Source: an optimization exercise on an open RTL-to-GDS flow (aim: small area). Production flows keep margins and buffers that such runs may drop.
RTL that was checked went through simulation tests only; none was proved equivalent to the original.
For runs 2 to 4, only the layout was checked, not whether the RTL still works.
The flow treats the clock pin as an ideal source, which a real chip does not have.
Power and IR drop assume default switching activity.

--- config.mk ---
export PLATFORM = sky130hd
export DESIGN_NAME = ssf_array
export DESIGN_NICKNAME = ssf_array
export VERILOG_FILES = /design/flow/design.v
export SDC_FILE = /design/flow/constraint.sdc
export NUM_CORES = 4
export LEC_CHECK = 0
export CAP_MARGIN = 20
export CORE_MARGIN = 2
export CORE_UTILIZATION = 40
export SLEW_MARGIN = 20
--- constraint.sdc ---
create_clock -name core_clock -period 6.0 [get_ports {clk}]
set_input_delay 1.2000 -clock core_clock [delete_from_list [all_inputs] [get_ports {clk}]]
set_output_delay 1.2000 -clock core_clock [all_outputs]
set_load 0.01 [all_outputs]
--- design.v ---
package ssf_pkg;
	localparam int NUM_LANES = 8;
	localparam int BLOCK_LEN = 4;
	localparam int START_GAP = 64;
	localparam int SAMPLE_W  = 32;
	localparam int LANE_W    = $clog2(NUM_LANES);
	localparam int ACC_W = SAMPLE_W + $clog2(BLOCK_LEN) + 1;
	localparam int GAP_W = $clog2(START_GAP);
	localparam int CNT_W = $clog2(BLOCK_LEN + 1);
	typedef logic signed [SAMPLE_W-1:0] sample_t;
	typedef logic signed [ACC_W-1:0]    acc_t;
	typedef logic [LANE_W-1:0]          lane_t;
	typedef logic [NUM_LANES-1:0]       lane_mask_t;
	typedef logic [GAP_W-1:0]           gap_cnt_t;
	typedef logic [CNT_W-1:0]           count_t;
	localparam sample_t SAMPLE_MAX = {1'b0, {(SAMPLE_W-1){1'b1}}};
	localparam sample_t SAMPLE_MIN = {1'b1, {(SAMPLE_W-1){1'b0}}};
	typedef enum logic [1:0] {
		FILLING,
		HOLDING,
		IDLE
	} lane_state_t;
endpackage
`timescale 1ns/1ps
module ssf_array (
	input  logic    clk,
	input  logic    rst,
	input  ssf_pkg::sample_t sample_in,
	input  logic    sample_valid,
	output logic    sample_req,
	output ssf_pkg::sample_t result_out,
	output ssf_pkg::lane_t   result_lane,
	output logic    result_valid
);
	localparam int NL = ssf_pkg::NUM_LANES;
	localparam int PW = ssf_pkg::SAMPLE_W + 1;    
	logic [8:0]     rel_cnt;           
	logic [1:0]     cnt [NL];          
	logic [PW-1:0]  word [NL];         
	logic [NL-1:0]  cand_oh;           
	ssf_pkg::lane_t last_grant;        
	logic           fin1;              
	logic           fin2;              
	ssf_pkg::lane_t fin2_lane;
	logic           accept;
	ssf_pkg::lane_t cand;
	logic           first;
	logic           last4;
	assign sample_req = |cand_oh;
	assign accept     = sample_valid & sample_req;
	always_comb begin
		cand  = '0;
		first = 1'b0;
		last4 = 1'b0;
		for (int i = 0; i < NL; i++) begin
			if (cand_oh[i]) cand = cand | 3'(i);
			if (cand_oh[i] && cnt[i] == 2'd0) first = 1'b1;
			if (cand_oh[i] && cnt[i] == 2'b10) last4 = 1'b1;
		end
	end
	logic [8:0]     rel_nxt;
	logic [NL-1:0]  req_nxt;
	ssf_pkg::lane_t lg_nxt;
	logic [NL-1:0]  req_hi;
	logic [NL-1:0]  pick_hi;
	logic [NL-1:0]  pick_lo;
	logic [NL-1:0]  cand_nxt;
	assign rel_nxt = (rel_cnt[8:6] != 3'd7) ? rel_cnt + 1'b1 : rel_cnt;
	assign lg_nxt  = accept ? cand : last_grant;
	always_comb begin
		for (int i = 0; i < NL; i++) begin
			req_nxt[i] = (rel_cnt[8:6] >= 3'(i))
			           && !(accept && last4 && cand_oh[i])
			           && !(fin1 && last_grant == 3'(i));
		end
	end
	always_comb begin
		logic above_c;
		above_c = 1'b0;
		for (int i = 0; i < NL; i++) begin
			req_hi[i] = req_nxt[i] && (accept ? above_c : (3'(i) > last_grant));
			above_c = above_c | cand_oh[i];
		end
		for (int i = 0; i < NL; i++) begin
			pick_hi[i] = req_hi[i];
			pick_lo[i] = req_nxt[i];
			for (int j = 0; j < i; j++) begin
				pick_hi[i] = pick_hi[i] && !req_hi[j];
				pick_lo[i] = pick_lo[i] && !req_nxt[j];
			end
		end
		cand_nxt = (|req_hi) ? pick_hi : pick_lo;
	end
	logic [PW-1:0] part;
	logic [PW:0]   add_a, add_b, add_p, add_c, sum;
	logic          sign;
	logic          ovf;
	logic [PW-1:0] wdata;
	always_comb begin
		part = '0;
		for (int i = 0; i < NL; i++) begin
			if (cand_oh[i] && cnt[i] != 2'd0) part = part | word[i];
		end
	end
	assign add_a = {part[PW-1], part};
	assign add_b = {{2{sample_in[31]}}, sample_in};
	assign add_p = add_a ^ add_b;
	always_comb begin
		logic [PW:0] pp, gg;
		pp = add_p;
		gg = add_a & add_b;
		for (int i = 1; i <= 6; i++) begin
			for (int j = 2**i - 1; j <= PW; j += 2**i) begin
				gg[j] = gg[j] | (pp[j] & gg[j - 2**(i-1)]);
				pp[j] = pp[j] & pp[j - 2**(i-1)];
			end
		end
		for (int i = 6; i > 0; i--) begin
			for (int j = 2**i + 2**(i-1) - 1; j <= PW; j += 2**i) begin
				gg[j] = gg[j] | (pp[j] & gg[j - 2**(i-1)]);
				pp[j] = pp[j] & pp[j - 2**(i-1)];
			end
		end
		add_c = {gg[PW-1:0], 1'b0};
	end
	assign sum  = add_p ^ add_c;
	assign sign = sum[PW];
	assign ovf  = last4 ? !((sum[PW] == sum[PW-1]) && (sum[PW-1] == sum[PW-2]))
	                    : (sum[PW] != sum[PW-1]);
	always_comb begin
		wdata[PW-1]   = sign;
		wdata[PW-2]   = ovf ? (last4 ? sign : !sign) : sum[PW-2];
		wdata[PW-3:0] = ovf ? {(PW-2){!sign}} : sum[PW-3:0];
	end
	always_ff @(posedge clk) begin
		for (int i = 0; i < NL; i++) begin
			if (accept && cand_oh[i]) begin
				word[i] <= wdata;
			end
		end
	end
	always_ff @(posedge clk) begin
		if (rst) begin
			rel_cnt      <= 9'd1;
			for (int i = 0; i < NL; i++) cnt[i] <= '0;
			cand_oh      <= NL'(1);
			last_grant   <= 3'(NL - 1);
			fin1         <= 1'b0;
			fin2         <= 1'b0;
			result_valid <= 1'b0;
		end else begin
			rel_cnt <= rel_nxt;
			for (int i = 0; i < NL; i++) begin
				if (accept && cand_oh[i]) cnt[i] <= {cnt[i][0], !cnt[i][1]};
			end
			cand_oh      <= cand_nxt;
			last_grant   <= lg_nxt;
			fin1         <= accept & last4;
			fin2         <= fin1;
			result_valid <= fin2;
		end
	end
	always_ff @(posedge clk) begin
		fin2_lane   <= last_grant;
		result_lane <= fin2_lane;
	end
	always_comb begin
		result_out = '0;
		for (int i = 0; i < NL; i++) begin
			if (result_lane == 3'(i)) result_out = result_out | word[i][31:0];
		end
	end
endmodule
--- flow/run.sh ---
#!/bin/bash
# Own layout flow: the standard flow (standard.sh, unchanged synthesis),
# with the smallest buffer on the ports, a clock tree without dummy loads,
# and an area-recovery pass after CTS (post_cts.tcl).
set -euo pipefail
bash standard.sh \
	"BUFFER_PORTS_ARGS=-buffer_cell sky130_fd_sc_hd__buf_1" \
	"CTS_ARGS=-sink_clustering_enable -repair_clock_nets -dont_use_dummy_load -sink_clustering_size 25 -sink_clustering_max_diameter 100" \
	"POST_CTS_TCL=$PWD/flow/post_cts.tcl" \
	finish > make_finish.log 2>&1
--- flow/post_cts.tcl ---
# Area recovery after CTS: downsize gates that have slack to spare, then
# repair any slew or capacitance the smaller gates break and legalise.
puts "post_cts: area recovery"
report_design_area
repair_timing -recover_power 100 -verbose
repair_design -slew_margin 20 -cap_margin 20 -verbose
repair_timing -setup -verbose
detailed_placement
check_placement -verbose
report_design_area
report_wns
--- standard.sh ---
#!/bin/bash
# synth_recipe.tcl (not shown) runs the flow's synth.tcl, then flattens the netlist and writes it again
# the make line also repeats each setting of config.mk as NAME=value (left out here)
make -C /OpenROAD-flow-scripts/flow DESIGN_CONFIG=/design/flow/config.mk WORK_HOME=/design/flow/orfs CLKGATE_MAP_FILE= SYNTH_SCRIPT=/design/flow/synth_recipe.tcl "${@:-finish}"
==> results.toml, run 1 <==
[final_layout]
synthToLayoutAreaGrowth_pct = 11.0
final_nets = 1244
n_antenna_cell = 0
final_core_util = 0.449
drive_gt1_frac = 0.0786

[drt]
top_layer_used = "met4"
drt-pass1-iter-count = 5
routed_wl_mm = 43.1
met2_length_mm = 20.4
drcViolationCount = 0
detail_route.wl_per_cell_um = 26.6
drt_iter0_drc = 1417
met1_length_mm = 17.5
via_count = 10327
met3WireLength_mm = 4.19
avgViaCountPerCell = 6.38
ant_nets = 0

[synth]
ys_top_cells_by_area = "edfxtp_1 56%, a22oi_1 12%, dfxtp_1 6.3%, ha_1 2.8%, nand4_1 2.8%"
synth_nets = 1172
yosysUniqueCellTypes = 66
synth.avg_cell_area_sq_um = 13.1
synth_edf_count = 264
async_reset_ff_frac = 0
synth_seq_area_share = 0.619
ys_seq_elements = 309
synthFlopType = "edfxtp_1"
yosys.cell_count.top_type = "edfxtp_1"
yosysTopAreaCell = "edfxtp_1"
synth.top_cell.area_share = 0.555
synthCells = 1088
synth_common_cells = "264 x edfxtp_1, 236 x a22oi_1, 63 x nand4_1"
yosysWarnings = 3
synthesis.area_sq_um = 14300

[timing]
final-setup-viol-count = 0
clock_skew_ns = 0.0424
worst_pin_slew_ns = 1.04
relSlewSlack = 0.303
period_share = 0.970
fmax_mhz = 172
rsz0062_at_grt = "yes"
fin_crit_ns = 5.82
setup_ws_ns = 0.181
slew_violations = 0
hold_viol = 0

[critical_path]
crit_type = "reg2reg"
worst_ep_required_time_ns = 6.17
cp-end-kind = "flop"
reg2reg_from = "cand_oh[6]"
cp_max_fo = 16
reg2reg_to = "word[7][15]"
r2r_cells = 20
r2r_slack_ns = 0.18
crit_arrival_ns = 5.99
critPathLaunchType = "flop"

[worst_hold_path]
hold_path_class = "reg2reg"
hp-start = "fin2_lane[2]"
hold_end = "result_lane[2]"
hold_path_depth = 0

[placed_design]
hpwl_mm = 24.8
pre_cts_ws_ns = 0.0528
portBuffers = 71
place_congestion = 0.841

[floorplanning]
die_x_um = 193
initial_core_util = 0.404
fp.dieArea_sq_um = 37200
core_sq_um = 35300
dieHeight_um = 193
rows = 69
pin_count = 72

[outcome]
outcome = "no timing/DRC/antenna violations"

[global_route]
grt_overflow_total = 0
grt_max_degree = 37
grt_util_all_layers = 0.230
first_global_vias = 10247
antenna_found_initial = 0
grt_pass1_wl_mm = 63.1

[power]
cellLeakagePower_nw = 5.29
p_total_w = 0.00461
powerDensity_nw_per_um2 = 291
ir_worst_vdd_uv = 149

[clock_tree]
cts.sinks = 309
clkTransAtPathRegs_ns = 0.10
cts_tree = "yes"
clk_latency_ns = 0.51

[job]
maxCapViolations = 0
## report_power, final
part / switching, W / total, W / internal [W] / leakage, nW
Combinational: 0.000573 / 0.000835 / 0.000262 / 2.34
Clock: 0.000623 / 0.00110 / 0.000480 / 0.197
Sequential: 0.0000464 / 0.00267 / 0.00263 / 2.75
## per-stage QoR
step	hold slack (ns)	cell area [sq um]	TNS [ns]	cells
2_1_floorplan	0.310	14300	0	1088
3_3_place_gp	0.315	15300	0	1595
3_5_place_dp	0.316	15300	0	1595
5_1_grt	0.356	15800	-13.33	1619
6_report	0.341	15800	0	1619
## how the worst max path moves through the flow
stage / end / slack (ns) / startpoint / depth (start not counted)
after floorplan: word[0][11] / 1.06 / cand_oh[6] / 21
after global placement: word[0][0] / 0.22 / sample_in[0] / 18
after detailed placement: word[1][0] / 0.05 / sample_in[0] / 18
after global routing: word[7][15] / -0.17 / cnt[6][0] / 18
final: word[7][15] / 0.18 / cand_oh[6] / 20
## cell families after synthesis
| kind of cell | Yosys count | share of synthesized area |
|---|---|---|
| AND/OR/NAND/NOR | 211 | 0.0833 |
| multiplexers | 2 | 0.00140 |
| XOR/XNOR | 20 | 0.0123 |
| AO/OA/AOI/OAI | 399 | 0.205 |
| buffers and inverters | 98 | 0.0281 |
| flip-flops | 309 | 0.619 |
| adder cells (fa/ha/maj) | 49 | 0.0519 |
## placed cells by master, fill, tap and decap left out, types with 12 or more instances in the layout
| cell type | synthesis | layout |
|---|---|---|
| nand2_1 | 42 | 42 |
| dfxtp_1 | 45 | 45 |
| fa_1 | 17 | 17 |
| clkbuf_16 | 0 | 16 |
| a22oi_1 | 236 | 236 |
| buf_4 | 3 | 19 |
| a22o_1 | 25 | 25 |
| xnor2_1 | 16 | 16 |
| nand4_1 | 63 | 63 |
| buf_1 | 8 | 70 |
| edfxtp_1 | 264 | 264 |
| inv_1 | 32 | 31 |
| o21ai_0 | 11 | 12 |
| a21oi_1 | 53 | 53 |
| ha_1 | 32 | 32 |
| nor2_1 | 37 | 33 |
| a21o_1 | 27 | 27 |
## cell type report
cell class,count,area (sq um)
Inverter,32,120
Tap cell,461,577
Multi-Input combinational cell,681,5080
Fill cell,3167,19500
Clock buffer,16,400
Timing Repair Buffer,120,843
Sequential cell,309,8830
## registers in the layout (all words and copies together), names as in the netlist
| name | flops |
|---|---|
| cand_oh | 8 |
| cnt | 16 |
| fin1 | 1 |
| fin2 | 1 |
| fin2_lane | 3 |
| last_grant | 3 |
| rel_cnt | 9 |
| result_lane | 3 |
| result_valid | 1 |
| word | 264 |
## worst max-delay path: stages, from the launching register on
cell	delay (ns)
dfxtp_1	0.49
o21a_1	0.37
buf_4	0.26
a22oi_1	0.08
and4_1	0.24
fa_1	0.41
nand2b_1	0.18
a21oi_1	0.33
o31ai_1	0.11
and3_1	0.24
a21oi_1	0.36
a221oi_1	0.18
o21a_1	0.25
o21a_1	0.21
fa_1	0.50
inv_1	0.16
nand2_1	0.06
a21oi_1	0.21
a21o_1	0.15
buf_2	0.38
a21oi_1	0.30
## metal layers
metal  GRT usage  vias up
met2       0.376      585
met4      0.0737        0
li1            -     4533
met3      0.0316       80
met5           0        -
met1       0.318     5129
==> run 2, diff against run 1 <==
--- a/design.v
+++ b/design.v
@@ -37,23 +37,23 @@
 	logic [8:0]     rel_cnt;           
 	logic [1:0]     cnt [NL];          
 	logic [PW-1:0]  word [NL];         
-	logic [NL-1:0]  cand_oh;           
+	ssf_pkg::lane_t cand;              
+	logic           cand_v;            
 	ssf_pkg::lane_t last_grant;        
 	logic           fin1;              
 	logic           fin2;              
 	ssf_pkg::lane_t fin2_lane;
 	logic           accept;
-	ssf_pkg::lane_t cand;
+	logic [NL-1:0]  cand_oh;
 	logic           first;
 	logic           last4;
-	assign sample_req = |cand_oh;
+	assign sample_req = cand_v;
 	assign accept     = sample_valid & sample_req;
 	always_comb begin
-		cand  = '0;
 		first = 1'b0;
 		last4 = 1'b0;
 		for (int i = 0; i < NL; i++) begin
-			if (cand_oh[i]) cand = cand | 3'(i);
+			cand_oh[i] = (cand == 3'(i));
 			if (cand_oh[i] && cnt[i] == 2'd0) first = 1'b1;
 			if (cand_oh[i] && cnt[i] == 2'b10) last4 = 1'b1;
 		end
@@ -65,6 +65,7 @@
 	logic [NL-1:0]  pick_hi;
 	logic [NL-1:0]  pick_lo;
 	logic [NL-1:0]  cand_nxt;
+	ssf_pkg::lane_t cand_nxt_enc;
 	assign rel_nxt = (rel_cnt[8:6] != 3'd7) ? rel_cnt + 1'b1 : rel_cnt;
 	assign lg_nxt  = accept ? cand : last_grant;
 	always_comb begin
@@ -90,6 +91,10 @@
 			end
 		end
 		cand_nxt = (|req_hi) ? pick_hi : pick_lo;
+		cand_nxt_enc = '0;
+		for (int i = 0; i < NL; i++) begin
+			if (cand_nxt[i]) cand_nxt_enc = cand_nxt_enc | 3'(i);
+		end
 	end
 	logic [PW-1:0] part;
 	logic [PW:0]   add_a, add_b, add_p, add_c, sum;
@@ -143,7 +148,8 @@
 		if (rst) begin
 			rel_cnt      <= 9'd1;
 			for (int i = 0; i < NL; i++) cnt[i] <= '0;
-			cand_oh      <= NL'(1);
+			cand         <= '0;
+			cand_v       <= 1'b1;
 			last_grant   <= 3'(NL - 1);
 			fin1         <= 1'b0;
 			fin2         <= 1'b0;
@@ -153,7 +159,8 @@
 			for (int i = 0; i < NL; i++) begin
 				if (accept && cand_oh[i]) cnt[i] <= {cnt[i][0], !cnt[i][1]};
 			end
-			cand_oh      <= cand_nxt;
+			cand_v       <= |cand_nxt;
+			cand         <= cand_nxt_enc;
 			last_grant   <= lg_nxt;
 			fin1         <= accept & last4;
 			fin2         <= fin1;
==> flow/run.sh (replaced) <==
#!/bin/bash
# Own layout flow: the standard flow (standard.sh, unchanged synthesis),
# with the smallest buffer on the ports and a clock tree without dummy loads.
set -euo pipefail
bash standard.sh \
	"BUFFER_PORTS_ARGS=-buffer_cell sky130_fd_sc_hd__buf_1" \
	"CTS_ARGS=-sink_clustering_enable -repair_clock_nets -dont_use_dummy_load -sink_clustering_size 25 -sink_clustering_max_diameter 100" \
	finish > make_finish.log 2>&1
removed: flow/post_cts.tcl
==> results.toml, run 2 <==
[outcome]
outcome = "no timing/DRC/antenna violations"

[global_route]
antenna_found_initial = 0
grt_util_all_layers = 0.229
grt_overflow_total = 0
first_global_vias = 10000
grt_max_degree = 35
grt_pass1_wl_mm = 62.8

[critical_path]
reg2reg_to = "word[4][30]"
r2r_cells = 20
cp-end-kind = "flop"
worst_ep_required_time_ns = 6.22
crit_type = "reg2reg"
reg2reg_from = "cand[2]"
crit_arrival_ns = 5.76
r2r_slack_ns = 0.46
critPathLaunchType = "flop"
cp_max_fo = 14

[drt]
drcViolationCount = 0
detail_route.wl_per_cell_um = 26.6
drt-pass1-iter-count = 6
avgViaCountPerCell = 6.42
via_count = 10329
drt_iter0_drc = 1160
routed_wl_mm = 42.8
ant_nets = 0

[timing]
period_share = 0.923
fin_crit_ns = 5.54
relSlewSlack = 0.490
worst_pin_slew_ns = 0.760
hold_viol = 0
fmax_mhz = 181
rsz0062_at_grt = "yes"
setup_tns_ns = 0
slew_violations = 0
final-setup-viol-count = 0
clock_skew_ns = 0.0613

[final_layout]
register_area_sq_um = 8750
top_register = "word"
layout_commonest_cell = "edfxtp_1"
final_nets = 1233
largest_register_ffs = 264
final_core_util = 0.446
reg_top3 = "word x264, cnt x16, rel_cnt x9"
multi_input_area_sq_um = 5170
synthToLayoutAreaGrowth_pct = 10.8
n_antenna_cell = 0
fillers = 3211
drive_gt1_frac = 0.0881
layout_common_cells = "264 x edfxtp_1, 194 x a22oi_1, 71 x buf_1"
instances_no_fill = 1608

[placed_design]
hpwl_mm = 24.7
dpl.cell_count = 1589
portBuffers = 71
place_congestion = 0.855

[worst_hold_path]
hold_end = "result_lane[1]"
hp-start = "fin2_lane[1]"
hold_path_class = "reg2reg"
hold_path_depth = 0

[power]
ir_worst_vdd_uv = 151
powerDensity_nw_per_um2 = 300
p_switching_w = 0.00131
cellLeakagePower_nw = 5.28
intPower_w = 0.00341
clkPwrFrac = 0.235
comb_power_share = 0.200
p_seq_frac = 0.565
p_total_w = 0.00473
p_sw_frac = 0.278

[floorplanning]
rows = 69
initial_core_util = 0.402
fp.dieArea_sq_um = 37000
die_x_um = 192
core_sq_um = 35300
dieHeight_um = 192
pin_count = 72

[synth]
yosysTopAreaCell = "edfxtp_1"
yosysWarnings = 3
synth_seq_area_share = 0.616
synthFlopType = "edfxtp_1"
synth.avg_cell_area_sq_um = 13.1
yosys.cell_count.top_type = "edfxtp_1"
async_reset_ff_frac = 0
ys_seq_elements = 305
synth.top_cell.area_share = 0.558
synthCells = 1084
synth_edf_count = 264
ys_top_cells_by_area = "edfxtp_1 56%, a22oi_1 10%, dfxtp_1 5.8%, ha_1 2.8%, fa_1 2.4%"
synth_nets = 1168
synthesis.area_sq_um = 14200
yosysUniqueCellTypes = 63
synth_common_cells = "264 x edfxtp_1, 194 x a22oi_1, 53 x clkbuf_1"

[clock_tree]
cts_tree = "yes"
cts_root_buffer = "clkbuf_16"
cts.sinks = 305
clk_latency_ns = 0.51
cts_buffers = 16
clkTransAtPathRegs_ns = 0.11
htreeDepth = 1
cts_hold_buf = 0
clockBufferDepth = 3

[job]
maxCapViolations = 0
==> run 2: how the worst max path moves through the flow <==
stage                       start  cells past startpoint     endpoint
after floorplan           cand[2]                     20  word[0][10]
after global placement    cand[0]                     22  word[4][21]
after detailed placement  cand[0]                     22  word[3][13]
after CTS                 cand[0]                     22  word[2][13]
after global routing      cand[2]                     21  word[4][30]
final                     cand[2]                     20  word[4][30]
==> run 2: what timing repair did <==
item,4_1_cts,5_1_grt
gates resized for setup,0,9
buffers inserted,0,2
endpoints found under the setup margin,0,248
==> run 2: power groups by stage <==
stage / logic, W / clock network (W) / registers [W]
final: 0.000946 / 0.00111 / 0.00267
after global routing: 0.00104 / 0.00120 / 0.00268
after CTS: 0.000908 / 0.00113 / 0.00267
after detailed placement: 0.000905 / 0 / 0.00272
after global placement: 0.000887 / 0 / 0.00272
after floorplan: 0.000617 / 0 / 0.00270
==> run 2: layout make-up <==
class	instances	area share
clock buffer	16	0.0254
timing repair buffer	119	0.0477
inverter	27	0.00644
sequential	305	0.556
tap	461	0.0366
multi-input combinational	680	0.328
==> run 2: cell families after synthesis <==
| logic type | synth area share |
|---|---|
| muxes | 0.00828 |
| xor gates and xnor gates | 0.0123 |
| AOI/OAI and AO/OA | 0.204 |
| adders and majority gates | 0.0521 |
| buffers and inverters | 0.0283 |
| DFF | 0.616 |
| and+or+nand+nor | 0.0788 |
==> run 2: worst max-delay path: stages, from the launching register on <==
cell and delay [ns]:
dfxtp_1 0.38, nor2_1 0.22, o211a_1 0.54, buf_12 0.24
a22oi_1 0.10, nand3_1 0.11, ha_1 0.29, a211oi_1 0.23
nor2_1 0.08, a2111oi_1 0.37, buf_4 0.19, a31oi_1 0.08
buf_4 0.18, a221oi_2 0.33, o21a_1 0.24, o21a_1 0.17
fa_1 0.44, nand2b_1 0.21, o22ai_4 0.22, nor2_4 0.15
a21oi_1 0.49
==> run 2: per-stage QoR <==
step                      setup WS, ns  cell area (sq um)  hold slack (ns)
final                            0.464              15700            0.335
after global routing           -0.0294              15700            0.342
after CTS                        0.127              15700            0.338
after detailed placement         0.158              15300            0.315
after global placement           0.252              15300            0.311
after floorplan                  0.762              14200            0.310
==> run 2: metal layers <==
metal | track usage | up-vias | share of wire
met5 | 0 | - | 0
met4 | 0.0716 | 0 | 0.029
met3 | 0.0329 | 88 | 0.095
met2 | 0.378 | 615 | 0.47
met1 | 0.312 | 5143 | 0.41
li1 | - | 4483 | -
==> run 3, diff against run 2 <==
==> flow/run.sh (replaced) <==
#!/bin/bash
# Own layout flow: the standard flow (standard.sh, unchanged synthesis),
# with the smallest buffer on the ports and a clock tree without dummy loads.
set -euo pipefail
bash standard.sh \
	"BUFFER_PORTS_ARGS=-buffer_cell sky130_fd_sc_hd__buf_1" \
	"CTS_ARGS=-sink_clustering_enable -repair_clock_nets -dont_use_dummy_load -sink_clustering_size 36 -sink_clustering_max_diameter 80" \
	finish > make_finish.log 2>&1
--- a/config.mk
+++ b/config.mk
@@ -7,5 +7,5 @@
 export LEC_CHECK = 0
 export CAP_MARGIN = 20
 export CORE_MARGIN = 2
-export CORE_UTILIZATION = 40
+export CORE_UTILIZATION = 65
 export SLEW_MARGIN = 20
==> results.toml, run 3 <==
[outcome]
outcome = "no timing/DRC/antenna violations"

[power]
intPower_w = 0.00335
ir_worst_vdd_uv = 244
p_switching_w = 0.00125
p_seq_frac = 0.581
cellLeakagePower_nw = 5.20
clkPwrFrac = 0.219
powerDensity_nw_per_um2 = 300
p_sw_frac = 0.272
comb_power_share = 0.200

[placed_design]
portBuffers = 71
placed_area_sq_um = 15000
hpwl_mm = 22.4
place_congestion = 0.840

[timing]
fin_crit_ns = 5.67
relSlewSlack = 0.423
hold_viol = 0
final-setup-viol-count = 0
worst_pin_slew_ns = 0.860
fmax_mhz = 177
clock_skew_ns = 0.0654
setup_tns_ns = 0
period_share = 0.944
rsz0062_at_grt = "no"
slew_violations = 0

[clock_tree]
cts_tree = "yes"
htreeDepth = 1
cts_buffers = 14
clockBufferDepth = 3
cts_root_buffer = "clkbuf_16"
clk_latency_ns = 0.52
clkTransAtPathRegs_ns = 0.10
cts_hold_buf = 0
cts.sinks = 305

[synth]
ys_seq_elements = 305
yosys.cell_count.top_type = "edfxtp_1"
async_reset_ff_frac = 0
synth_nets = 1168
ys_top_cells_by_area = "edfxtp_1 56%, a22oi_1 10%, dfxtp_1 5.8%, ha_1 2.8%, fa_1 2.4%"
synth.avg_cell_area_sq_um = 13.1
yosysWarnings = 3
synth_seq_area_share = 0.616
yosysUniqueCellTypes = 63
synth_common_cells = "264 x edfxtp_1, 194 x a22oi_1, 53 x clkbuf_1"
synthesis.area_sq_um = 14200
synth_edf_count = 264
yosysTopAreaCell = "edfxtp_1"
synthCells = 1084
synthFlopType = "edfxtp_1"
synth.top_cell.area_share = 0.558

[critical_path]
reg2reg_to = "word[0][26]"
critPathLaunchType = "flop"
r2r_slack_ns = 0.33
reg2reg_from = "cand[0]"
worst_ep_required_time_ns = 6.21
cp_max_fo = 19
crit_arrival_ns = 5.88
crit_type = "reg2reg"
r2r_cells = 22
cp-end-kind = "flop"

[drt]
drcViolationCount = 0
via_count = 10206
drt-pass1-iter-count = 6
avgViaCountPerCell = 7.22
detail_route.wl_per_cell_um = 27.7
routed_wl_mm = 39.2
drt_iter0_drc = 1521
ant_nets = 0

[floorplanning]
pin_count = 72
fp.dieArea_sq_um = 23100
die_x_um = 152
dieHeight_um = 152
rows = 54
initial_core_util = 0.657
core_sq_um = 21600

[job]
maxCapViolations = 0

[worst_hold_path]
hp-start = "fin2_lane[0]"
hold_path_depth = 0
hold_path_class = "reg2reg"
hold_end = "result_lane[0]"

[global_route]
first_global_vias = 10107
grt_pass1_wl_mm = 58.7
antenna_found_initial = 0
grt_max_degree = 37
grt_util_all_layers = 0.333
grt_overflow_total = 0

[final_layout]
largest_register_ffs = 264
layout_common_cells = "264 x edfxtp_1, 194 x a22oi_1, 71 x buf_1"
top_register = "word"
n_antenna_cell = 0
synthToLayoutAreaGrowth_pct = 8.18
postLayoutCellArea_sq_um = 15400
reg_top3 = "word x264, cnt x16, rel_cnt x9"
fillers = 1529
final_nets = 1220
layout_commonest_cell = "edfxtp_1"
drive_gt1_frac = 0.0785
-- run 3: final cells by class --
class / instances / area [sq um] / share of cell area
multi-input cells: 680 / 5160 / 0.336
flip-flops and latches: 305 / 8750 / 0.569
clock buffers: 14 / 350 / 0.0228
inverters: 27 / 101 / 0.00659
well taps: 280 / 350 / 0.0228
repair buffers: 108 / 659 / 0.0429
-- run 3: worst max-delay path by stage --
stage,from,end,cells past startpoint
after detailed placement,cand[0],word[0][26],22
after CTS,cand[0],word[2][5],21
after floorplan,cand[2],word[0][10],20
final,cand[0],word[0][26],22
after global routing,cand[0],word[5][9],21
after global placement,cand[0],word[0][21],22
-- run 3: metal layers --
metal  GRT usage  up-vias  routed length [um]
met5           0        -                   0
met2       0.547      649               18800
met3      0.0493       96                4330
met4       0.109        0                 981
met1       0.466     5007               15100
li1            -     4454                   -
-- run 3: stage by stage --
stage          setup slack, ns  utilization  std cells  power, W  hold slack (ns)
2_1_floorplan            0.762            -       1084   0.00332            0.310
3_3_place_gp             0.198        0.692       1399   0.00358            0.311
3_5_place_dp           0.00261        0.692       1399   0.00360            0.312
4_1_cts                 0.0203        0.708       1413   0.00458            0.337
5_1_grt                 0.0124        0.711       1414   0.00479            0.346
6_report                 0.335        0.711       1414   0.00461            0.335
-- run 3: power by group through the flow --
stage,combinational [W],clock (W),sequential (W)
2_1_floorplan,0.000617,0,0.00270
3_3_place_gp,0.000861,0,0.00272
3_5_place_dp,0.000880,0,0.00272
4_1_cts,0.000889,0.00102,0.00267
5_1_grt,0.00100,0.00110,0.00268
6_report,0.000920,0.00101,0.00268
-- run 3: critical path, cell delays in order (launching register included) --
cell	delay, ns
dfxtp_1	0.34
buf_4	0.23
nand2b_1	0.20
nor3b_2	0.07
buf_4	0.24
a221oi_1	0.28
nand3_1	0.16
ha_1	0.38
a21oi_1	0.15
o21ai_0	0.16
a2111oi_2	0.43
buf_4	0.20
a31oi_1	0.09
buf_4	0.20
a221oi_2	0.30
o21a_1	0.23
o21a_1	0.17
fa_1	0.46
o21ai_1	0.16
o22ai_4	0.13
nor2_4	0.45
buf_4	0.27
a21oi_2	0.09
-- run 3: cell families (layout without fill, tap and decap cells) --
logic type                 Yosys count  after routing  share of synthesized area
AOI/OAI and AO/OA                  387            387                      0.204
DFF                                305            305                      0.616
and+or+nand+nor                    216            216                     0.0788
buffers and inverters               99            149                     0.0283
adders and majority gates           49             49                     0.0521
xor gates and xnor gates            20             20                     0.0123
muxes                                8              8                    0.00828
-- run 3: what timing repair did --
action	CTS	global route
setup endpoints to repair	1	254
endpoints found under the hold margin	0	0
setup buffers	0	0
resized for setup	1	8
==> run 4, diff against run 3 <==
==> flow/run.sh (replaced) <==
#!/bin/bash
# Own layout flow: the standard flow (standard.sh, unchanged synthesis),
# with the smallest buffer on the ports and a clock tree without dummy loads.
set -euo pipefail
bash standard.sh \
	"BUFFER_PORTS_ARGS=-buffer_cell sky130_fd_sc_hd__buf_1" \
	"CTS_ARGS=-sink_clustering_enable -repair_clock_nets -dont_use_dummy_load -sink_clustering_size 28 -sink_clustering_max_diameter 100" \
	finish > make_finish.log 2>&1
--- a/config.mk
+++ b/config.mk
@@ -7,5 +7,5 @@
 export LEC_CHECK = 0
 export CAP_MARGIN = 20
 export CORE_MARGIN = 2
-export CORE_UTILIZATION = 65
+export CORE_UTILIZATION = 40
 export SLEW_MARGIN = 20
==> results.toml, run 4 <==
[drt]
ant_nets = 0
drt-pass1-iter-count = 5
detail_route.wl_per_cell_um = 26.6
drcViolationCount = 0
via_count = 10283
avgViaCountPerCell = 6.40
drt_iter0_drc = 1153
routed_wl_mm = 42.7

[worst_hold_path]
hold_path_class = "reg2reg"

[timing]
slew_violations = 0
period_share = 0.924
final-setup-viol-count = 0
setup_ws_ns = 0.457
relSlewSlack = 0.480
rsz0062_at_grt = "yes"
fmax_mhz = 180
hold_viol = 0
setup_tns_ns = 0
fin_crit_ns = 5.54
clock_skew_ns = 0.0296
worst_pin_slew_ns = 0.776

[final_layout]
n_antenna_cell = 0
drive_gt1_frac = 0.0865
final_nets = 1231
synthToLayoutAreaGrowth_pct = 10.4
top_register = "word"
instances_no_fill = 1606
layout_commonest_cell = "edfxtp_1"
reg_top3 = "word x264, cnt x16, rel_cnt x9"
postLayoutCellArea_sq_um = 15700
largest_register_ffs = 264
layout_common_cells = "264 x edfxtp_1, 194 x a22oi_1, 71 x buf_1"

[floorplanning]
pin_count = 72
dieHeight_um = 192
core_sq_um = 35300
rows = 69
die_x_um = 192
fp.dieArea_sq_um = 37000
initial_core_util = 0.402

[critical_path]
cp_cell_sequence = "nor3_1 > o21a_1 > buf_12 > a22o_1 > a221oi_1 > nand3_1 > ha_1 > a211oi_1 > nor2_1 > a2111oi_1 > buf_4 > a31oi_1 > buf_4 > a221oi_2 > o21a_1 > o21a_1 > fa_1 > nand2b_1 > o22ai_4 > nor2_4 > a21oi_1"
max_stage_delay_ns = 0.51
critPathLaunchType = "flop"
cp-end-kind = "flop"
r2r_cells = 21
r2r_slack_ns = 0.46
reg2reg_from = "cand[2]"
startpoint = "cand[2]"
endpoint = "word[7][30]"
cp_slowest_cell = "a21oi_1"
cpMostUsedCell = "o21a_1"
cp_max_fo = 25
crit_arrival_ns = 5.75
crit_type = "reg2reg"
worst_ep_required_time_ns = 6.20
reg2reg_to = "word[7][30]"

[synth]
ys_seq_elements = 305
synth_common_cells = "264 x edfxtp_1, 194 x a22oi_1, 53 x clkbuf_1"
ys_top_cells_by_area = "edfxtp_1 56%, a22oi_1 10%, dfxtp_1 5.8%, ha_1 2.8%, fa_1 2.4%"
synthesis.area_sq_um = 14200
synth_edf_count = 264
synth_seq_area_share = 0.616
yosysTopAreaCell = "edfxtp_1"
synth_nets = 1168
synth.avg_cell_area_sq_um = 13.1
synthFlopType = "edfxtp_1"
synth.top_cell.area_share = 0.558
yosysUniqueCellTypes = 63
yosysWarnings = 3
yosys.cell_count.top_type = "edfxtp_1"
synthCells = 1084
async_reset_ff_frac = 0

[power]
cellLeakagePower_nw = 5.26
powerDensity_nw_per_um2 = 296
ir_worst_vdd_uv = 146
p_switching_w = 0.00129
intPower_w = 0.00336
comb_power_share = 0.203
clkPwrFrac = 0.222
p_seq_frac = 0.575
p_sw_frac = 0.278

[clock_tree]
cts_tree = "yes"
clockBufferDepth = 3
cts_hold_buf = 0
cts.sinks = 305
clk_latency_ns = 0.51
htreeDepth = 1
clkTransAtPathRegs_ns = 0.10
cts_root_buffer = "clkbuf_16"
cts_buffers = 14

[global_route]
grt_util_all_layers = 0.228
grt_pass1_wl_mm = 62.7
grt_overflow_total = 0
grt_max_degree = 35
antenna_found_initial = 0
first_global_vias = 10039

[placed_design]
place_congestion = 0.855
placed_area_sq_um = 15300
pre_cts_ws_ns = 0.158
portBuffers = 71
dpl.cell_count = 1589
hpwl_mm = 24.7

[outcome]
outcome = "no timing/DRC/antenna violations"

[job]
maxCapViolations = 0
==> run 4: cell types whose count changed in the layout (fill, tap and decap cells not counted) <==
cell / before / now
a21oi_2: 13 / 12
buf_4: 28 / 38
buf_12: 7 / 8
a21oi_4: 0 / 1
buf_8: 1 / 0
dfxtp_2: 0 / 1
and3b_2: 1 / 0
a2111oi_2: 1 / 0
a2111oi_1: 0 / 1
buf_6: 0 / 1
and3b_1: 1 / 2
dfxtp_1: 41 / 40
==> run 4: layer usage <==
layer | GRT usage | up-vias | part of all wire
met5 | 0 | - | 0
met2 | 0.379 | 561 | 0.47
li1 | - | 4479 | -
met3 | 0.0315 | 97 | 0.089
met1 | 0.311 | 5146 | 0.41
met4 | 0.0705 | 0 | 0.030
==> run 4: cell type report <==
type,instances,area (sq um)
timing repair buffer,119,751
multi-input combinational,680,5160
inverter,27,101
fill,3211,19600
tap,461,577
clock buffer,14,350
sequential,305,8750
==> run 4: power groups by stage <==
stage                     logic, W  clock network [W]  registers, W
after global placement    0.000887                  0       0.00272
final                     0.000943            0.00103       0.00267
after global routing       0.00104            0.00113       0.00268
after floorplan           0.000617                  0       0.00270
after CTS                 0.000908            0.00106       0.00267
after detailed placement  0.000905                  0       0.00272
==> run 4: logic make-up after synthesis <==
logic type | after synthesis | synth area share
AND/OR/NAND/NOR | 216 | 0.0788
XOR/XNOR | 20 | 0.0123
flip-flops | 305 | 0.616
buffers and inverters | 99 | 0.0283
multiplexers | 8 | 0.00828
adder cells (fa/ha/maj) | 49 | 0.0521
AO/OA/AOI/OAI | 387 | 0.204
==> run 4: metrics by stage <==
step                      hold WS (ns)  power, W   util
after floorplan                  0.310   0.00332      -
after global placement           0.311   0.00361  0.432
after detailed placement         0.315   0.00362  0.432
after CTS                        0.339   0.00463  0.442
after global routing             0.343   0.00484  0.444
final                            0.336   0.00465  0.444
==> run 4: how the worst min path moves through the flow <==
stage | startpoint | endpoint | slack, ns | cells past startpoint
after CTS | fin2_lane[1] | result_lane[1] | 0.34 | 0
after floorplan | fin2_lane[0] | result_lane[0] | 0.31 | 0
after detailed placement | fin2_lane[1] | result_lane[1] | 0.32 | 0
after global routing | fin2_lane[0] | result_lane[0] | 0.34 | 0
final | fin2_lane[1] | result_lane[1] | 0.34 | 0
after global placement | fin2_lane[2] | result_lane[2] | 0.31 | 0
==> run 4: critical path: cells and delay by family (launching register included) <==
family                     cells  cell delay [ns]
and+or+nand+nor                5             0.68
adders and majority gates      2             0.80
AOI/OAI and AO/OA             11             2.75
DFF                            1             0.45
buffers and inverters          3             0.56
==> run 4: timing repair <==
item,in CTS,in global routing
buffers inserted,0,2
setup endpoints to repair,0,248
resized for setup,0,8
==> run 5, diff against run 4 <==
--- a/design.v
+++ b/design.v
@@ -110,23 +110,31 @@
 	assign add_a = {part[PW-1], part};
 	assign add_b = {{2{sample_in[31]}}, sample_in};
 	assign add_p = add_a ^ add_b;
+	localparam int NG = (PW + 2) / 2;
 	always_comb begin
-		logic [PW:0] pp, gg;
-		pp = add_p;
+		logic [PW:0]   gg;
+		logic [NG-1:0] gp, gc;
 		gg = add_a & add_b;
-		for (int i = 1; i <= 6; i++) begin
-			for (int j = 2**i - 1; j <= PW; j += 2**i) begin
-				gg[j] = gg[j] | (pp[j] & gg[j - 2**(i-1)]);
-				pp[j] = pp[j] & pp[j - 2**(i-1)];
+		for (int j = 0; j < NG; j++) begin
+			gc[j] = gg[2*j+1] | (add_p[2*j+1] & gg[2*j]);
+			gp[j] = add_p[2*j+1] & add_p[2*j];
+		end
+		for (int i = 1; i <= 5; i++) begin
+			for (int j = 2**i - 1; j < NG; j += 2**i) begin
+				gc[j] = gc[j] | (gp[j] & gc[j - 2**(i-1)]);
+				gp[j] = gp[j] & gp[j - 2**(i-1)];
 			end
 		end
-		for (int i = 6; i > 0; i--) begin
-			for (int j = 2**i + 2**(i-1) - 1; j <= PW; j += 2**i) begin
-				gg[j] = gg[j] | (pp[j] & gg[j - 2**(i-1)]);
-				pp[j] = pp[j] & pp[j - 2**(i-1)];
+		for (int i = 5; i > 0; i--) begin
+			for (int j = 2**i + 2**(i-1) - 1; j < NG; j += 2**i) begin
+				gc[j] = gc[j] | (gp[j] & gc[j - 2**(i-1)]);
+				gp[j] = gp[j] & gp[j - 2**(i-1)];
 			end
 		end
-		add_c = {gg[PW-1:0], 1'b0};
+		for (int j = 0; j < NG; j++) begin
+			add_c[2*j]   = (j == 0) ? 1'b0 : gc[j-1];
+			add_c[2*j+1] = gg[2*j] | (add_p[2*j] & add_c[2*j]);
+		end
 	end
 	assign sum  = add_p ^ add_c;
 	assign sign = sum[PW];
--- a/config.mk
+++ b/config.mk
@@ -5,7 +5,7 @@
 export SDC_FILE = /design/flow/constraint.sdc
 export NUM_CORES = 4
 export LEC_CHECK = 0
-export CAP_MARGIN = 20
+export CAP_MARGIN = 0
 export CORE_MARGIN = 2
-export CORE_UTILIZATION = 40
-export SLEW_MARGIN = 20
+export CORE_UTILIZATION = 70
+export SLEW_MARGIN = 0
==> results.toml, run 5 <==
[outcome]
outcome = "no timing/DRC/antenna violations"

[synth]
synth_nets = 1171
yosys.cell_count.top_type = "edfxtp_1"
synth.avg_cell_area_sq_um = 13.0
ys_seq_elements = 305
synthCells = 1087
yosysUniqueCellTypes = 61
ys_top_cells_by_area = "edfxtp_1 56%, a22oi_1 13%, dfxtp_1 5.8%, nand4_1 2.9%, ha_1 2.8%"
synthesis.area_sq_um = 14100
async_reset_ff_frac = 0
synth_edf_count = 264
synth_seq_area_share = 0.619
synth_common_cells = "264 x edfxtp_1, 242 x a22oi_1, 66 x nand4_1"
synth.top_cell.area_share = 0.561
synthFlopType = "edfxtp_1"
yosysWarnings = 3
yosysTopAreaCell = "edfxtp_1"

[critical_path]
crit_arrival_ns = 5.88
critPathLaunchType = "flop"
r2r_slack_ns = 0.39
critPathBufInv = 4
max_stage_delay_ns = 0.55
startpoint = "cand[2]"
r2r_cells = 20
cpLargestDelayFamily = "compound AO/OA/AOI/OAI gates"
crit_cells = 20
reg2reg_to = "word[2][11]"
cp-end-kind = "flop"
endpoint = "word[2][11]"
worst_ep_required_time_ns = 6.27
cpMostUsedCell = "buf_4"
reg2reg_from = "cand[2]"
cp_max_fo = 16
cp_cell_sequence = "buf_4 > o211a_2 > buf_4 > a221oi_1 > and3_1 > fa_1 > nor2b_1 > o31ai_1 > a21oi_2 > o21ai_2 > a2111oi_2 > o21ai_0 > fa_1 > inv_1 > nand2_1 > mux2i_1 > a2bb2oi_4 > nor2_1 > buf_4 > a21oi_2"
cp_slowest_cell = "fa_1"
crit_type = "reg2reg"

[final_layout]
drive_gt1_frac = 0.0891
layout_commonest_cell = "edfxtp_1"
layout_common_cells = "264 x edfxtp_1, 242 x a22oi_1, 71 x buf_1"
top_register = "word"
instances_no_fill = 1410
multi_input_area_sq_um = 5200
n_antenna_cell = 0
final_nets = 1231
fillers = 1245
register_area_sq_um = 8750
largest_register_ffs = 264
postLayoutCellArea_sq_um = 15300
final_core_util = 0.781
reg_top3 = "word x264, cnt x16, rel_cnt x9"
synthToLayoutAreaGrowth_pct = 8.57

[clock_tree]
htreeDepth = 1
clockBufferDepth = 3
clk_latency_ns = 0.50
cts_hold_buf = 0
cts_setup_buffers = 0
clkTransAtPathRegs_ns = 0.10
cts_buffers = 14
cts.sinks = 305
cts_tree = "yes"
cts_root_buffer = "clkbuf_16"

[worst_hold_path]
hold_path_depth = 0
hold_path_class = "reg2reg"

[floorplanning]
rows = 51
dieHeight_um = 146
initial_core_util = 0.719
die_x_um = 146
fp.dieArea_sq_um = 21300
core_sq_um = 19700
pin_count = 72

[timing]
clock_skew_ns = 0.0246
slew_violations = 0
fmax_mhz = 178
setup_tns_ns = 0
period_share = 0.935
relSlewSlack = 0.153
final-setup-viol-count = 0
fin_crit_ns = 5.61
hold_viol = 0
worst_pin_slew_ns = 1.27

[power]
intPower_w = 0.00330
p_total_w = 0.00453
cellLeakagePower_nw = 5.05
p_switching_w = 0.00122
comb_power_share = 0.193
ir_worst_vdd_uv = 403
clkPwrFrac = 0.222
powerDensity_nw_per_um2 = 295
p_sw_frac = 0.270
p_seq_frac = 0.584

[drt]
ant_nets = 0
detail_route.wl_per_cell_um = 27.3
avgViaCountPerCell = 7.38
drt_iter0_drc = 1450
routed_wl_mm = 38.5
via_count = 10400
drcViolationCount = 0
drt-pass1-iter-count = 7

[global_route]
met3_usage = 0.0703
use_met1 = 0.488
grt_overflow_total = 0
grt_pass1_wl_mm = 58.0
grt_util_all_layers = 0.356
first_global_vias = 10296
grt_busiest_layer = "met2"
use_met2 = 0.567
antenna_found_initial = 0
grt_max_degree = 37

[placed_design]
place_congestion = 0.910
placed_area_sq_um = 14900
portBuffers = 71
dpl.cell_count = 1396
hpwl_mm = 22.8

[job]
maxCapViolations = 0
-- run 5: changes by cell type in the layout (fill, tap and decap cells not counted), moves of 4 or more --
cell and change:
a21o_1 -4, a22o_1 -21, nand2_1 -4, a22oi_1 +48, or4_1 +4, a221oi_1 -27
nand4_1 +30, buf_12 -5, a21oi_2 +4, nand3_1 -26
-- run 5: cell families (layout without fill, tap and decap cells) --
family,count (synthesis),count (layout),synth area share
AND/OR/NAND/NOR,225,225,0.0859
multiplexers,7,7,0.00584
adder cells (fa/ha/maj),49,49,0.0524
flip-flops,305,305,0.619
buffers and inverters,95,153,0.0262
AO/OA/AOI/OAI,386,386,0.198
XOR/XNOR,20,20,0.0124
-- run 5: what timing repair did --
action,4_1_cts,5_1_grt
gates cloned,0,0
setup endpoints to repair,248,256
gates resized for setup,14,16
-- run 5: power by group through the flow --
stage	combinational, W	clock, W	sequential [W]
after floorplan	0.000549	0	0.00267
after global placement	0.000785	0	0.00269
after detailed placement	0.000808	0	0.00269
after CTS	0.000841	0.00102	0.00264
after global routing	0.000950	0.00109	0.00265
final	0.000876	0.00101	0.00265
-- run 5: final cells by class --
cell class                      count  share of cell area
Sequential cell                   305               0.570
Multi-Input combinational cell    687               0.339
Timing Repair Buffer              113              0.0404
Clock buffer                       14              0.0228
Tap cell                          265              0.0216
Inverter                           26             0.00636
-- run 5: worst reg2reg max path, cell delays in order (launching register included) --
cell,delay [ns]
dfxtp_1,0.49
buf_4,0.25
o211a_2,0.37
buf_4,0.33
a221oi_1,0.13
and3_1,0.21
fa_1,0.38
nor2b_1,0.16
o31ai_1,0.13
a21oi_2,0.27
o21ai_2,0.16
a2111oi_2,0.38
o21ai_0,0.19
fa_1,0.55
inv_1,0.14
nand2_1,0.11
mux2i_1,0.26
a2bb2oi_4,0.23
nor2_1,0.09
buf_4,0.21
a21oi_2,0.34
-- run 5: worst min path at each step --
stage | slack [ns] | startpoint | end
global route | 0.34 | fin2_lane[2] | result_lane[2]
detailed placement | 0.31 | fin2_lane[2] | result_lane[2]
global placement | 0.31 | fin2_lane[1] | result_lane[1]
floorplan | 0.31 | fin2_lane[0] | result_lane[0]
CTS | 0.34 | fin2_lane[2] | result_lane[2]
finish | 0.33 | fin2_lane[2] | result_lane[2]
-- run 5: per-stage QoR --
| stage | hold slack, ns | setup WS [ns] |
|---|---|---|
| floorplan | 0.310 | 0.458 |
| global placement | 0.312 | -0.125 |
| detailed placement | 0.312 | -0.170 |
| CTS | 0.335 | -0.0695 |
| global route | 0.342 | -0.00583 |
| finish | 0.333 | 0.389 |
-- run 5: layer usage --
layer  vias to the layer above  wire [um]
li1                       4497          -
met1                      4926      13800
met2                       816      18000
met3                       161       5090
met4                         0       1650
met5                         -          0
==> run 6, diff against run 5 <==
--- a/config.mk
+++ b/config.mk
@@ -5,7 +5,7 @@
 export SDC_FILE = /design/flow/constraint.sdc
 export NUM_CORES = 4
 export LEC_CHECK = 0
-export CAP_MARGIN = 0
+export CAP_MARGIN = 20
 export CORE_MARGIN = 2
-export CORE_UTILIZATION = 70
-export SLEW_MARGIN = 0
+export CORE_UTILIZATION = 65
+export SLEW_MARGIN = 20
==> results.toml, run 6 <==
[critical_path]
cp_slowest_cell = "fa_1"
crit_arrival_ns = 6.04
worst_ep_required_time_ns = 6.31
crit_cells = 19
r2r_cells = 19
cpLargestDelayFamily = "compound AO/OA/AOI/OAI gates"
critPathBufInv = 5
startpoint = "cand[0]"
max_stage_delay_ns = 0.55
cp_max_fo = 19
cp_cell_sequence = "inv_1 > o2111a_2 > buf_4 > a22o_1 > or4_1 > ha_1 > nand4_1 > nor3_1 > a2111oi_0 > buf_4 > a2111oi_2 > o21ai_0 > fa_1 > inv_1 > nand2_1 > mux2i_1 > a2bb2oi_4 > buf_4 > a21o_1"
cp-end-kind = "flop"
reg2reg_from = "cand[0]"
r2r_slack_ns = 0.28
reg2reg_to = "word[1][8]"
endpoint = "word[1][8]"
cpMostUsedCell = "buf_4"
crit_type = "reg2reg"
critPathLaunchType = "flop"

[final_layout]
reg_top3 = "word x264, cnt x16, rel_cnt x9"
synthToLayoutAreaGrowth_pct = 8.97
top_register = "word"
final_core_util = 0.728
instances_no_fill = 1426
postLayoutCellArea_sq_um = 15400
final_nets = 1237
drive_gt1_frac = 0.0964
n_antenna_cell = 0
largest_register_ffs = 264
layout_common_cells = "264 x edfxtp_1, 242 x a22oi_1, 71 x buf_1"
layout_commonest_cell = "edfxtp_1"

[synth]
synthFlopType = "edfxtp_1"
yosysUniqueCellTypes = 61
synth_seq_area_share = 0.619
yosysWarnings = 3
synth_edf_count = 264
synthCells = 1087
yosysTopAreaCell = "edfxtp_1"
synth.avg_cell_area_sq_um = 13.0
muxShareOfSynthArea = 0.00584
synth_top_family_by_area = "compound AO/OA/AOI/OAI gates"
synth_adder_area_share = 0.0524
synthesis.area_sq_um = 14100
ys_seq_elements = 305
yosys.cell_count.top_type = "edfxtp_1"
ys_top_cells_by_area = "edfxtp_1 56%, a22oi_1 13%, dfxtp_1 5.8%, nand4_1 2.9%, ha_1 2.8%"
synth_common_cells = "264 x edfxtp_1, 242 x a22oi_1, 66 x nand4_1"
synthXorXnorAreaFrac = 0.0124
synth.top_cell.area_share = 0.561
async_reset_ff_frac = 0
synth_nets = 1171
post_synth_and_or_nand_nor_area_fraction = 0.0859
synth_compound_area_frac = 0.198

[timing]
rsz0062_at_grt = "no"
worst_pin_slew_ns = 1.12
hold_viol = 0
fin_crit_ns = 5.72
slew_violations = 0
period_share = 0.954
relSlewSlack = 0.251
fmax_mhz = 175
clock_skew_ns = 0.0290
final-setup-viol-count = 0

[drt]
ant_nets = 0
drcViolationCount = 0
routed_wl_mm = 39.2
via_count = 10370
drt-pass1-iter-count = 6
avgViaCountPerCell = 7.27
drt_iter0_drc = 1450
detail_route.wl_per_cell_um = 27.5

[global_route]
grt_max_degree = 37
first_global_vias = 10011
grt_util_all_layers = 0.342
antenna_found_initial = 0
grt_pass1_wl_mm = 57.7
grt_overflow_total = 0

[placed_design]
portBuffers = 71
place_congestion = 0.888
hpwl_mm = 23.9
dpl.cell_count = 1410
placed_area_sq_um = 14900

[floorplanning]
fp.dieArea_sq_um = 22900
dieHeight_um = 151
pin_count = 72
initial_core_util = 0.668
rows = 53
core_sq_um = 21200
die_x_um = 151

[clock_tree]
htreeDepth = 1
cts_hold_buf = 0
cts_root_buffer = "clkbuf_16"
cts_buffers = 14
clockBufferDepth = 3
clk_latency_ns = 0.49
cts_tree = "yes"
clkTransAtPathRegs_ns = 0.10
cts.sinks = 305

[job]
maxCapViolations = 0

[power]
cellLeakagePower_nw = 5.10
ir_worst_vdd_uv = 335
powerDensity_nw_per_um2 = 294

[worst_hold_path]
hold_path_class = "reg2reg"

[outcome]
outcome = "no timing/DRC/antenna violations"
run 6: cell counts after synthesis:
Identical to the previous run, type by type.
run 6: final cells by class:
type | instances | area, sq um
clock buffer | 14 | 350
fill | 1435 | 5750
timing repair buffer | 119 | 692
multi-input combinational | 687 | 5170
sequential | 305 | 8750
inverter | 26 | 97.6
tap | 275 | 344
run 6: cells by family after synthesis:
family / after synthesis
adder cells (fa/ha/maj): 49
multiplexers: 7
AO/OA/AOI/OAI: 386
AND/OR/NAND/NOR: 225
flip-flops: 305
XOR/XNOR: 20
buffers and inverters: 95
run 6: what timing repair did:
item	4_1_cts	5_1_grt
pin swaps	0	0
setup buffers	0	2
hold endpoints to repair	0	0
resized for setup	9	11
setup endpoints to repair	168	248
run 6: per-layer routing:
metal  track usage  vias to the layer above  routed length [um]
li1              -                     4514                   -
met3        0.0512                      114                4650
met1         0.476                     5024               14700
met5             0                        -                   0
met4         0.118                        0                1310
met2         0.557                      718               18600
run 6: worst min-delay path by stage:
stage	to	cells past startpoint	slack, ns	startpoint
2_1_floorplan	result_lane[0]	0	0.31	fin2_lane[0]
3_3_place_gp	result_lane[1]	0	0.31	fin2_lane[1]
3_5_place_dp	result_lane[0]	0	0.32	fin2_lane[0]
4_1_cts	result_lane[0]	0	0.33	fin2_lane[0]
5_1_grt	result_lane[0]	0	0.35	fin2_lane[0]
6_report	result_lane[0]	0	0.32	fin2_lane[0]
run 6: worst register-to-register path: stages (launching register included):
cell and delay (ns):
dfxtp_1 0.47, inv_1 0.16, o2111a_2 0.30, buf_4 0.22
a22o_1 0.24, or4_1 0.54, ha_1 0.34, nand4_1 0.15
nor3_1 0.25, a2111oi_0 0.12, buf_4 0.17, a2111oi_2 0.39
o21ai_0 0.19, fa_1 0.55, inv_1 0.15, nand2_1 0.11
mux2i_1 0.27, a2bb2oi_4 0.23, buf_4 0.37, a21o_1 0.32
run 6: power breakdown:
part	switching [W]	internal, W
Sequential	0.0000459	0.00260
Clock	0.000588	0.000423
Combinational	0.000589	0.000284
Total	0.00122	0.00331
run 6: metrics by stage:
step / setup WS, ns / power (W) / hold slack (ns) / setup TNS (ns)
floorplan: 0.458 / 0.00322 / 0.310 / 0
global placement: 0.0682 / 0.00348 / 0.312 / 0
detailed placement: -0.0847 / 0.00351 / 0.316 / -8.41
CTS: 0.0179 / 0.00451 / 0.332 / 0
global route: 0.0398 / 0.00471 / 0.350 / 0
finish: 0.278 / 0.00453 / 0.323 / 0
==> run 7, diff against run 6 <==
==> flow/run.sh (replaced) <==
#!/bin/bash
# Own layout flow: the standard flow (standard.sh, unchanged synthesis),
# with the smallest buffer on the ports and a clock tree without dummy loads.
set -euo pipefail
bash standard.sh \
	"BUFFER_PORTS_ARGS=-buffer_cell sky130_fd_sc_hd__buf_1" \
	"CTS_ARGS=-sink_clustering_enable -repair_clock_nets -dont_use_dummy_load -sink_clustering_size 32 -sink_clustering_max_diameter 90" \
	finish > make_finish.log 2>&1
==> results.toml, run 7 <==
[outcome]
outcome = "no timing/DRC/antenna violations"

[final_layout]
synthToLayoutAreaGrowth_pct = 8.70
layout_commonest_cell = "edfxtp_1"
largest_register_ffs = 264
final_nets = 1236
final_core_util = 0.726
drive_gt1_frac = 0.0957
instances_no_fill = 1425
layout_common_cells = "264 x edfxtp_1, 242 x a22oi_1, 71 x buf_1"
top_register = "word"
reg_top3 = "word x264, cnt x16, rel_cnt x9"
fillers = 1441
n_antenna_cell = 0

[clock_tree]
clk_latency_ns = 0.51
htreeDepth = 1
cts.sinks = 305
clockBufferDepth = 3
cts_tree = "yes"
cts_hold_buf = 0
clkTransAtPathRegs_ns = 0.11
cts_root_buffer = "clkbuf_16"
cts_buffers = 13

[timing]
relSlewSlack = 0.240
worst_pin_slew_ns = 1.13
final-setup-viol-count = 0
hold_viol = 0
clock_skew_ns = 0.0408
slew_violations = 0
setup_ws_ns = 0.250
fmax_mhz = 174
fin_crit_ns = 5.75
period_share = 0.958
rsz0062_at_grt = "no"

[synth]
yosys.cell_count.top_type = "edfxtp_1"
synthCells = 1087
synth_nets = 1171
synth.top_cell.area_share = 0.561
yosysWarnings = 3
ys_top_cells_by_area = "edfxtp_1 56%, a22oi_1 13%, dfxtp_1 5.8%, nand4_1 2.9%, ha_1 2.8%"
synth_common_cells = "264 x edfxtp_1, 242 x a22oi_1, 66 x nand4_1"
synthesis.area_sq_um = 14100
ys_seq_elements = 305
yosysUniqueCellTypes = 61
yosysTopAreaCell = "edfxtp_1"
synth_seq_area_share = 0.619
synthFlopType = "edfxtp_1"
async_reset_ff_frac = 0
synth.avg_cell_area_sq_um = 13.0
synth_edf_count = 264

[placed_design]
dpl.cell_count = 1410
place_congestion = 0.888
hpwl_mm = 23.9
pre_cts_ws_ns = -0.0847
portBuffers = 71

[worst_hold_path]
hold_path_depth = 0
hold_path_class = "reg2reg"

[critical_path]
cp-end-kind = "flop"
cp_max_fo = 15
critPathLaunchType = "flop"
crit_type = "reg2reg"
worst_ep_required_time_ns = 6.25
r2r_cells = 21
crit_arrival_ns = 6.00

[floorplanning]
die_x_um = 151
rows = 53
dieHeight_um = 151
core_sq_um = 21200
fp.dieArea_sq_um = 22900
pin_count = 72
initial_core_util = 0.668

[global_route]
antenna_found_initial = 0
grt_max_degree = 37
grt_overflow_total = 0
grt_pass1_wl_mm = 57.8
first_global_vias = 10033
grt_util_all_layers = 0.342

[drt]
detail_route.wl_per_cell_um = 27.6
drt-pass1-iter-count = 6
drt_iter0_drc = 1464
ant_nets = 0
routed_wl_mm = 39.3
avgViaCountPerCell = 7.30
via_count = 10408
drcViolationCount = 0

[power]
ir_worst_vdd_uv = 329
cellLeakagePower_nw = 5.08
powerDensity_nw_per_um2 = 293
p_total_w = 0.00450

[job]
maxCapViolations = 0
==> run 7: worst paths after layout <==
path                 from              to  slack, ns
min          fin2_lane[1]  result_lane[1]       0.34
max               cand[0]      word[4][4]       0.25
max reg2reg       cand[0]      word[4][4]       0.25
min reg2reg  fin2_lane[1]  result_lane[1]       0.34
==> run 7: repair_timing <==
item                                    CTS  global route
setup buffers                             0             2
pin swaps                                 0             0
resized for setup                         9            11
endpoints found under the setup margin  201           248
==> run 7: power breakdown <==
| group | switching, W | internal, W |
|---|---|---|
| clock | 0.000585 | 0.000394 |
| combinational | 0.000592 | 0.000284 |
| sequential | 0.0000452 | 0.00260 |
| total | 0.00122 | 0.00328 |
==> run 7: metal layers <==
metal / routed length (um) / vias to the layer above / global-route usage
met5: 0 / - / 0
met4: 1310 / 0 / 0.117
met3: 4990 / 108 / 0.0482
met2: 18700 / 799 / 0.560
met1: 14300 / 4999 / 0.478
li1: - / 4502 / -
==> run 7: cell families after synthesis <==
kind of cell,share of synthesized area
AO/OA/AOI/OAI,0.198
flip-flops,0.619
AND/OR/NAND/NOR,0.0859
buffers and inverters,0.0262
adder cells (fa/ha/maj),0.0524
XOR/XNOR,0.0124
multiplexers,0.00584
==> run 7: layout make-up <==
| type | count | area, sq um | share of cell area |
|---|---|---|---|
| Clock buffer | 13 | 325 | 0.0212 |
| Sequential cell | 305 | 8750 | 0.569 |
| Inverter | 26 | 97.6 | 0.00635 |
| Tap cell | 275 | 344 | 0.0224 |
| Multi-Input combinational cell | 687 | 5170 | 0.336 |
| Timing Repair Buffer | 119 | 679 | 0.0442 |
==> run 7: worst max-delay path: stages, from the launching register on <==
cell and delay [ns]:
dfxtp_1 0.47, nor2_1 0.10, buf_4 0.16, o211a_1 0.17, buf_4 0.24, a22o_1 0.25
or4_1 0.54, ha_1 0.30, o21a_1 0.11, o31ai_1 0.09, a21oi_1 0.32, o21ai_1 0.23
a2111oi_2 0.38, o21ai_0 0.19, fa_1 0.55, inv_1 0.15, nand2_1 0.11, mux2i_1 0.27
a2bb2oi_4 0.23, nor2_1 0.10, buf_4 0.21, a21oi_2 0.32
==> run 7: metrics by stage <==
step | instance area [sq um] | setup TNS, ns | hold WS [ns]
3_3_place_gp | 14900 | 0 | 0.312
6_report | 15400 | 0 | 0.338
3_5_place_dp | 14900 | -8.41 | 0.316
2_1_floorplan | 14100 | 0 | 0.310
4_1_cts | 15300 | 0 | 0.339
5_1_grt | 15400 | 0 | 0.347

-- separate check: timing with driven ports --
The results above use ideal ports. As a check the final layouts listed here were re-extracted and re-timed, cells and wires unchanged. Step 1 (the two cells are an assumption about what drives the block):
set clk [get_ports {clk}]
set_driving_cell -lib_cell sky130_fd_sc_hd__clkbuf_16 $clk
set_driving_cell -lib_cell sky130_fd_sc_hd__buf_2 [delete_from_list [all_inputs] $clk]
Step 2 moves the port delays by t, midway between the first and last clock arrival at a register: inputs arrive t later, outputs are due t later. That takes back most of the time a late clock gives input paths. Slacks: ideal ports / drivers / drivers and shift; pairs: ideal ports / drivers.
| run | shift t [ns] | setup WS [ns] | worst slew at a driven data input, ns |
|---|---|---|---|
| run 1 | 0.540 | 0.181 / 0.181 / 0.049 | 0.04 |
| run 2 | 0.530 | 0.464 / 0.464 / 0.464 | 0.04 |
| run 3 | 0.533 | 0.335 / 0.335 / 0.335 | 0.04 |
| run 4 | 0.541 | 0.457 / 0.457 / 0.457 | 0.04 |
| run 5 | 0.534 | 0.389 / 0.389 / 0.389 | 0.04 |
| run 6 | 0.526 | 0.278 / 0.278 / 0.278 | 0.04 |
| run 7 | 0.534 | 0.250 / 0.250 / 0.250 | 0.04 |
After both steps every run listed still meets setup and hold. The setup slack of run 1, which loses most, moves by 0.000 ns with the drivers and by -0.132 ns with both steps.
